Context: an optimization exercise on an open-source flow, tuned for small area, a short achievable clock period and few clock cycles per item. The choices shown serve that exercise and are no tape-out recipe.
RTL that was checked went through simulation tests only; none was proved equivalent to the original.
The clock port is modelled as an ideal driver, which makes a skipped or thinned clock tree look cheaper than it is; a real chip needs a root buffer or a tree.
No activity file was given, so power comes from the tool's default toggle rates.

==> flow/design.v <==
module data_mem_ctrl #(
  parameter int Height     = 64,
  parameter int Length     = 32,
  parameter int WaitStates = 0
) (
  input  logic                                        clk,
  input  logic                                        rst_n,
  input  logic                                        reqValid,
  output logic                                        reqReady,
  input  logic                                        writeEnable,
  input  logic [2:0]                                  funct3,
  input  logic [$clog2(Height)+$clog2(Length/8)-1:0]  address,
  input  logic [Length-1:0]                           dataIn,
  output logic                                        respValid,
  output logic [Length-1:0]                           dataOut,
  output logic                                        error
);
  logic ready_q, v0_q, v1_q, v2_q;
  logic accept;
  assign accept    = reqValid && ready_q;
  assign reqReady  = ready_q;
  assign respValid = v2_q;
  always_ff @(posedge clk or negedge rst_n) begin
    if (!rst_n) begin
      ready_q <= 1'b0;
      v0_q    <= 1'b0;
      v1_q    <= 1'b0;
      v2_q    <= 1'b0;
    end else begin
      ready_q <= 1'b1;
      v0_q    <= accept;
      v1_q    <= v0_q;
      v2_q    <= v1_q;
    end
  end
  logic       st_legal, ld_legal;
  logic [1:0] lane;
  logic [3:0] be;
  logic [31:0] wd;
  logic [7:0] hi_dec, lo_dec;
  always_comb begin
    st_legal = writeEnable && !funct3[2] && (funct3[1:0] != 2'b11);
    ld_legal = !writeEnable && (funct3 != 3'b011) && (funct3 != 3'b110) &&
               (funct3 != 3'b111);
    lane = address[1:0];
    if (funct3[1:0] == 2'b01) lane[0] = 1'b0;
    if (funct3[1]) lane = 2'b00;
    case (funct3[1:0])
      2'b00:   be = 4'b0001 << lane;
      2'b01:   be = lane[1] ? 4'b1100 : 4'b0011;
      default: be = 4'b1111;
    endcase
    wd[7:0]   = dataIn[7:0];
    wd[15:8]  = (funct3[1:0] == 2'b00) ? dataIn[7:0] : dataIn[15:8];
    wd[23:16] = funct3[1] ? dataIn[23:16] : dataIn[7:0];
    wd[31:24] = funct3[1] ? dataIn[31:24] :
                (funct3[0] ? dataIn[15:8] : dataIn[7:0]);
    hi_dec = 8'b1 << address[7:5];
    lo_dec = 8'b1 << address[4:2];
  end
  logic [7:0]  hir_q [4];
  logic [7:0]  hiw_q;
  logic [7:0]  lo_q [4][2];
  logic [31:0] wd_q;
  logic [1:0]  lane_q;
  logic        byte_q, half_q, uns_q, zero_q, err_q;
  always_ff @(posedge clk) begin
    for (int b = 0; b < 4; b++)
      hir_q[b] <= (be[b] && !writeEnable) ? hi_dec : 8'b0;
    hiw_q  <= (accept && st_legal) ? hi_dec : 8'b0;
    for (int b = 0; b < 4; b++)
      for (int g = 0; g < 2; g++)
        lo_q[b][g] <= (be[b] && (address[7] == g[0])) ? lo_dec : 8'b0;
    wd_q   <= wd;
    lane_q <= lane;
    byte_q <= (funct3[1:0] == 2'b00);
    half_q <= (funct3[1:0] == 2'b01);
    uns_q  <= funct3[2];
    zero_q <= !ld_legal;
    err_q  <= !(st_legal || ld_legal);
  end
  logic [31:0] mem [64];
  logic [31:0] rd;
  always_comb begin
    rd = '0;
    for (int h = 0; h < 8; h++) begin
      logic [31:0] part;
      part = '0;
      for (int l = 0; l < 8; l++)
        for (int b = 0; b < 4; b++)
          part[b*8 +: 8] = part[b*8 +: 8] | (mem[h*8+l][b*8 +: 8] & {8{lo_q[b][h/4][l]}});
      for (int b = 0; b < 4; b++)
        rd[b*8 +: 8] = rd[b*8 +: 8] | (part[b*8 +: 8] & {8{hir_q[b][h]}});
    end
  end
  always_ff @(posedge clk) begin
    for (int h = 0; h < 8; h++)
      for (int l = 0; l < 8; l++)
        for (int b = 0; b < 4; b++)
          if (hiw_q[h] && lo_q[b][h/4][l])
            mem[h*8+l][b*8 +: 8] <= wd_q[b*8 +: 8];
  end
  logic [31:0] rd_q;
  logic [1:0]  lane1_q;
  logic        byte1_q, half1_q, uns1_q, zero1_q, err1_q;
  always_ff @(posedge clk) begin
    rd_q    <= rd;
    lane1_q <= lane_q;
    byte1_q <= byte_q;
    half1_q <= half_q;
    uns1_q  <= uns_q;
    zero1_q <= zero_q;
    err1_q  <= err_q;
  end
  logic [7:0]  b0, b1;
  logic        sgn;
  logic [31:0] ld;
  always_comb begin
    case (lane1_q)
      2'd0:    b0 = rd_q[7:0];
      2'd1:    b0 = rd_q[15:8];
      2'd2:    b0 = rd_q[23:16];
      default: b0 = rd_q[31:24];
    endcase
    b1  = lane1_q[1] ? rd_q[31:24] : rd_q[15:8];
    sgn = !uns1_q && (byte1_q ? b0[7] : b1[7]);
    if (byte1_q)      ld = {{24{sgn}}, b0};
    else if (half1_q) ld = {{16{sgn}}, b1, b0};
    else              ld = rd_q;
    if (zero1_q) ld = '0;
  end
  always_ff @(posedge clk) begin
    dataOut <= ld;
    error   <= err1_q;
  end
endmodule
==> flow/config.mk <==
export PLATFORM = sky130hd
export DESIGN_NAME = data_mem_ctrl
export DESIGN_NICKNAME = data_mem_ctrl
export VERILOG_FILES = /design/flow/design.v
export SDC_FILE = /design/flow/constraint.sdc
export NUM_CORES = 4
export LEC_CHECK = 0
export CAP_MARGIN = 20
export CORE_MARGIN = 2
export CORE_UTILIZATION = 65
export PLACE_DENSITY = 0.75
export SETUP_SLACK_MARGIN = 1.85
export SLEW_MARGIN = 20
==> flow/constraint.sdc <==
create_clock -name core_clock -period 3.6 [get_ports {clk}]
set_input_delay 0.7200 -clock core_clock [delete_from_list [all_inputs] [get_ports {clk}]]
set_output_delay 0.7200 -clock core_clock [all_outputs]
set_load 0.01 [all_outputs]
standard.sh (not shown) runs the stock make flow with config.mk's settings and CLKGATE_MAP_FILE= SYNTH_SCRIPT=/design/flow/synth_recipe.tcl, a recipe that flattens the netlist after the stock synthesis.
==> flow/flow/run.sh <==
#!/bin/bash
# Standard layout (the standard.sh) with three changes: the output
# registers are pulled next to their port buffers (flow/pull_regs.tcl); the
# clock tree is a hand-built two-level tree (flow/manual_cts.tcl), both run as
# the PRE_CTS hook (flow/cts_hook.tcl) instead of TritonCTS's three-level
# H-tree; and the port buffers start as plain buffers (buf_4) rather than
# delay cells, so timing repair can size them.
set -euo pipefail
here=$(pwd)
bash standard.sh "PRE_CTS_TCL=$here/flow/cts_hook.tcl" MCTS_LEAF_MAX=28 MCTS_NROOT=4 \
  "BUFFER_PORTS_ARGS=-buffer_cell sky130_fd_sc_hd__buf_4" \
  finish > standard_finish.log 2>&1
Other scripts of this flow, unchanged in this note and not shown: flow/flow/cts_hook.tcl, flow/flow/manual_cts.tcl, flow/flow/pull_regs.tcl
Testbench counts at the start, summed over its fixed seeds: cycles 16,024, items 16,000.
Change:
--- a/flow/design.v
+++ b/flow/design.v
@@ -16,17 +16,15 @@
   output logic                                        error
 );
-  logic ready_q, v0_q, v1_q, v2_q;
+  logic v0_q, v1_q, v2_q;
   logic accept;
-  assign accept    = reqValid && ready_q;
-  assign reqReady  = ready_q;
+  assign reqReady  = rst_n;
+  assign accept    = reqValid && rst_n;
   assign respValid = v2_q;
   always_ff @(posedge clk or negedge rst_n) begin
     if (!rst_n) begin
-      ready_q <= 1'b0;
       v0_q    <= 1'b0;
       v1_q    <= 1'b0;
       v2_q    <= 1'b0;
     end else begin
-      ready_q <= 1'b1;
       v0_q    <= accept;
       v1_q    <= v0_q;
@@ -61,5 +59,5 @@
   logic [7:0]  hir_q [4];
   logic [7:0]  hiw_q;
-  logic [7:0]  lo_q [4][2];
+  logic [7:0]  lo_q [4];
   logic [31:0] wd_q;
   logic [1:0]  lane_q;
@@ -70,6 +68,5 @@
     hiw_q  <= (accept && st_legal) ? hi_dec : 8'b0;
     for (int b = 0; b < 4; b++)
-      for (int g = 0; g < 2; g++)
-        lo_q[b][g] <= (be[b] && (address[7] == g[0])) ? lo_dec : 8'b0;
+      lo_q[b] <= (accept && st_legal && !be[b]) ? 8'b0 : lo_dec;
     wd_q   <= wd;
     lane_q <= lane;
@@ -89,5 +86,5 @@
       for (int l = 0; l < 8; l++)
         for (int b = 0; b < 4; b++)
-          part[b*8 +: 8] = part[b*8 +: 8] | (mem[h*8+l][b*8 +: 8] & {8{lo_q[b][h/4][l]}});
+          part[b*8 +: 8] = part[b*8 +: 8] | (mem[h*8+l][b*8 +: 8] & {8{lo_q[b][l]}});
       for (int b = 0; b < 4; b++)
         rd[b*8 +: 8] = rd[b*8 +: 8] | (part[b*8 +: 8] & {8{hir_q[b][h]}});
@@ -98,5 +95,5 @@
       for (int l = 0; l < 8; l++)
         for (int b = 0; b < 4; b++)
-          if (hiw_q[h] && lo_q[b][h/4][l])
+          if (hiw_q[h] && lo_q[b][l])
             mem[h*8+l][b*8 +: 8] <= wd_q[b*8 +: 8];
   end
Effect:
- The new run finished with timing, DRC and antenna clean
- global-route usage came out higher by 0.92 points
- worst setup slack improved by 5.4 ps
- total power came out higher by 0.36%
- synthesized area came out lower by 1.1%
- hold slack is about the same
Function not checked in the second run of this note: the RTL went through the layout flow alone. In every run of this note, the design's own scripts or RTL, not TritonCTS, make the clock network.

## before
Another version of the RTL of data_mem_ctrl (not shown whole).
For scale: ~4500 cells after synthesis, roughly 2200 flip-flops, about 82 I/O pins, about 0.080 mm2 of cells after synthesis.
==> module data_mem_ctrl, before the edit <==
module data_mem_ctrl #(
  parameter int Height     = 64,
  parameter int Length     = 32,
  parameter int WaitStates = 0
) (
  input  logic                                        clk,
  input  logic                                        rst_n,
  input  logic                                        reqValid,
  output logic                                        reqReady,
  input  logic                                        writeEnable,
  input  logic [2:0]                                  funct3,
  input  logic [$clog2(Height)+$clog2(Length/8)-1:0]  address,
  input  logic [Length-1:0]                           dataIn,
  output logic                                        respValid,
  output logic [Length-1:0]                           dataOut,
  output logic                                        error
);
  logic ready_q, v0_q, v1_q, v2_q;
  logic accept;
  assign accept    = reqValid && ready_q;
  assign reqReady  = ready_q;
  assign respValid = v2_q;
  always_ff @(posedge clk or negedge rst_n) begin
    if (!rst_n) begin
      ready_q <= 1'b0;
      v0_q    <= 1'b0;
      v1_q    <= 1'b0;
      v2_q    <= 1'b0;
    end else begin
      ready_q <= 1'b1;
      v0_q    <= accept;
      v1_q    <= v0_q;
      v2_q    <= v1_q;
    end
  end
  logic       st_legal, ld_legal;
  logic [1:0] lane;
  logic [3:0] be;
  logic [31:0] wd;
  logic [7:0] hi_dec, lo_dec;
  always_comb begin
    st_legal = writeEnable && !funct3[2] && (funct3[1:0] != 2'b11);
    ld_legal = !writeEnable && (funct3 != 3'b011) && (funct3 != 3'b110) &&
               (funct3 != 3'b111);
    lane = address[1:0];
    if (funct3[1:0] == 2'b01) lane[0] = 1'b0;
    if (funct3[1]) lane = 2'b00;
    case (funct3[1:0])
      2'b00:   be = 4'b0001 << lane;
      2'b01:   be = lane[1] ? 4'b1100 : 4'b0011;
      default: be = 4'b1111;
    endcase
    wd[7:0]   = dataIn[7:0];
    wd[15:8]  = (funct3[1:0] == 2'b00) ? dataIn[7:0] : dataIn[15:8];
    wd[23:16] = funct3[1] ? dataIn[23:16] : dataIn[7:0];
    wd[31:24] = funct3[1] ? dataIn[31:24] :
                (funct3[0] ? dataIn[15:8] : dataIn[7:0]);
    hi_dec = 8'b1 << address[7:5];
    lo_dec = 8'b1 << address[4:2];
  end
  logic [7:0]  hirn_q, hiwn_q;
  logic [7:0]  lon_q [4][2];
  logic [31:0] wd_q;
  logic [1:0]  lane_q;
  logic        byte_q, half_q, uns_q, zero_q, err_q;
  always_ff @(posedge clk) begin
    hirn_q <= ~hi_dec;
    hiwn_q <= (accept && st_legal) ? ~hi_dec : 8'hff;
    for (int b = 0; b < 4; b++)
      for (int g = 0; g < 2; g++)
        lon_q[b][g] <= (be[b] && (address[7] == g[0])) ? ~lo_dec : 8'hff;
    wd_q   <= wd;
    lane_q <= lane;
    byte_q <= (funct3[1:0] == 2'b00);
    half_q <= (funct3[1:0] == 2'b01);
    uns_q  <= funct3[2];
    zero_q <= !ld_legal;
    err_q  <= !(st_legal || ld_legal);
  end
  logic [31:0] mem [64];
  logic [31:0] rd;
  always_comb begin
    rd = '1;
    for (int h = 0; h < 8; h++) begin
      logic [31:0] part;
      part = '1;
      for (int l = 0; l < 8; l++)
        for (int b = 0; b < 4; b++)
          part[b*8 +: 8] = part[b*8 +: 8] & (mem[h*8+l][b*8 +: 8] | {8{lon_q[b][h/4][l]}});
      rd = rd & (part | {32{hirn_q[h]}});
    end
  end
  always_ff @(posedge clk) begin
    for (int h = 0; h < 8; h++)
      for (int l = 0; l < 8; l++)
        for (int b = 0; b < 4; b++)
          if (!hiwn_q[h] && !lon_q[b][h/4][l])
            mem[h*8+l][b*8 +: 8] <= wd_q[b*8 +: 8];
  end
  logic [31:0] rd_q;
  logic [1:0]  lane1_q;
  logic        byte1_q, half1_q, uns1_q, zero1_q, err1_q;
  always_ff @(posedge clk) begin
    rd_q    <= rd;
    lane1_q <= lane_q;
    byte1_q <= byte_q;
    half1_q <= half_q;
    uns1_q  <= uns_q;
    zero1_q <= zero_q;
    err1_q  <= err_q;
  end
  logic [7:0]  b0, b1;
  logic        sgn;
  logic [31:0] ld;
  always_comb begin
    case (lane1_q)
      2'd0:    b0 = rd_q[7:0];
      2'd1:    b0 = rd_q[15:8];
      2'd2:    b0 = rd_q[23:16];
      default: b0 = rd_q[31:24];
    endcase
    b1  = lane1_q[1] ? rd_q[31:24] : rd_q[15:8];
    sgn = !uns1_q && (byte1_q ? b0[7] : b1[7]);
    if (byte1_q)      ld = {{24{sgn}}, b0};
    else if (half1_q) ld = {{16{sgn}}, b1, b0};
    else              ld = rd_q;
    if (zero1_q) ld = '0;
  end
  always_ff @(posedge clk) begin
    dataOut <= ld;
    error   <= err1_q;
  end
endmodule
export LEC_CHECK = 0
export CAP_MARGIN = 20
export CORE_MARGIN = 2
export CORE_UTILIZATION = 65
export PLACE_DENSITY = 0.75
export SETUP_SLACK_MARGIN = 1.8
export SLEW_MARGIN = 20
create_clock -name core_clock -period 3.6 [get_ports {clk}]
==> flow/flow/run.sh <==
#!/bin/bash
# Standard layout (the standard.sh) with two changes: the clock tree is a
# hand-built two-level tree (flow/manual_cts.tcl, run as the PRE_CTS hook)
# instead of TritonCTS's three-level H-tree, and the port buffers start as
# plain buffers (buf_4) rather than delay cells, so timing repair can size them.
set -euo pipefail
here=$(pwd)
bash standard.sh "PRE_CTS_TCL=$here/flow/cts_hook.tcl" MCTS_LEAF_MAX=28 MCTS_NROOT=4 \
  "BUFFER_PORTS_ARGS=-buffer_cell sky130_fd_sc_hd__buf_4" \
  finish > standard_finish.log 2>&1
Other scripts of this flow, unchanged in this note and not shown: flow/flow/cts_hook.tcl, flow/flow/manual_cts.tcl
Inputs modified between before and after:
-- flow/design.v --
<<< before, line 59
    lo_dec = 8'b1 << address[4:2];
  end
  logic [7:0]  hirn_q, hiwn_q;
  logic [7:0]  lon_q [4][2];
  logic [31:0] wd_q;
  logic [1:0]  lane_q;
  logic        byte_q, half_q, uns_q, zero_q, err_q;
  always_ff @(posedge clk) begin
    hirn_q <= ~hi_dec;
    hiwn_q <= (accept && st_legal) ? ~hi_dec : 8'hff;
    for (int b = 0; b < 4; b++)
      for (int g = 0; g < 2; g++)
        lon_q[b][g] <= (be[b] && (address[7] == g[0])) ? ~lo_dec : 8'hff;
    wd_q   <= wd;
    lane_q <= lane;
>>> after, line 59
    lo_dec = 8'b1 << address[4:2];
  end
  logic [7:0]  hir_q, hiw_q;
  logic [7:0]  lo_q [4];
  logic [31:0] wd_q;
  logic [1:0]  lane_q;
  logic        byte_q, half_q, uns_q, zero_q, err_q;
  always_ff @(posedge clk) begin
    hir_q  <= hi_dec;
    hiw_q  <= (accept && st_legal) ? hi_dec : 8'b0;
    for (int b = 0; b < 4; b++)
      lo_q[b] <= (accept && st_legal && !be[b]) ? 8'b0 : lo_dec;
    wd_q   <= wd;
    lane_q <= lane;
<<< before, line 81
  logic [31:0] rd;
  always_comb begin
    rd = '1;
    for (int h = 0; h < 8; h++) begin
      logic [31:0] part;
      part = '1;
      for (int l = 0; l < 8; l++)
        for (int b = 0; b < 4; b++)
          part[b*8 +: 8] = part[b*8 +: 8] & (mem[h*8+l][b*8 +: 8] | {8{lon_q[b][h/4][l]}});
      rd = rd & (part | {32{hirn_q[h]}});
    end
  end
>>> after, line 80
  logic [31:0] rd;
  always_comb begin
    rd = '0;
    for (int h = 0; h < 8; h++) begin
      logic [31:0] part;
      part = '0;
      for (int l = 0; l < 8; l++)
        for (int b = 0; b < 4; b++)
          part[b*8 +: 8] = part[b*8 +: 8] | (mem[h*8+l][b*8 +: 8] & {8{lo_q[b][l]}});
      rd = rd | (part & {32{hir_q[h]}});
    end
  end
<<< before, line 95
      for (int l = 0; l < 8; l++)
        for (int b = 0; b < 4; b++)
          if (!hiwn_q[h] && !lon_q[b][h/4][l])
            mem[h*8+l][b*8 +: 8] <= wd_q[b*8 +: 8];
  end
>>> after, line 94
      for (int l = 0; l < 8; l++)
        for (int b = 0; b < 4; b++)
          if (hiw_q[h] && lo_q[b][l])
            mem[h*8+l][b*8 +: 8] <= wd_q[b*8 +: 8];
  end
[summary]
Compared with before, after shows a lower synthesized cell count.
Period utilization: higher on before
Met2 wirelength from detailed routing, after and before: larger value in before
after vs before — via count dropped by a few percent
after vs. before: part of the power in combinational logic now sits higher, global-route wire length before repair comparable, sequential share of layout area saw an increase, worst-case headroom to the max-slew limit higher.
after has final hold slack below what before had.
Relative to before, number of placed instances with taps included has gone down in after.
Routed wire length, after and before: smaller value in after
Compared to before, after has wire length on met1 about 6% higher.
Testbench counts of after, summed over its fixed seeds: cycles 16,024, items 16,000.
No functional check of the RTL was part of before. No run of this note takes its clock network from TritonCTS; it comes from the design's own scripts or RTL.

## re-timing with driven ports
The flow's constraints put no driver on any port. The routed layouts listed below were extracted and timed again, unchanged, in two steps.
Step 1: set_driving_cell puts a clkbuf_16 on clk and a buf_2 on each other input, an assumption about the parent block.
Step 2 moves the port delays by t, midway between the first and last clock arrival at a register: inputs arrive t later, outputs are due t later. That takes back most of the time a late clock gives input paths.
a / b / c = ideal / step 1 / step 2; a / b = the first two.
run	shift t [ns]	setup slack, ns	cell pins on the clock port's net
the first run of note 1	0.748	1.788 / 1.611 / 1.277	4
the second run of note 1	0.736	1.794 / 1.623 / 1.325	4
before	0.753	1.720 / 1.585 / 0.990	4
after	0.732	1.762 / 1.602 / 1.401	4
After both steps setup and hold are still met in every run listed. For before, which loses most, drivers alone change the setup slack by -0.135 ns; drivers and shift together by -0.730 ns.
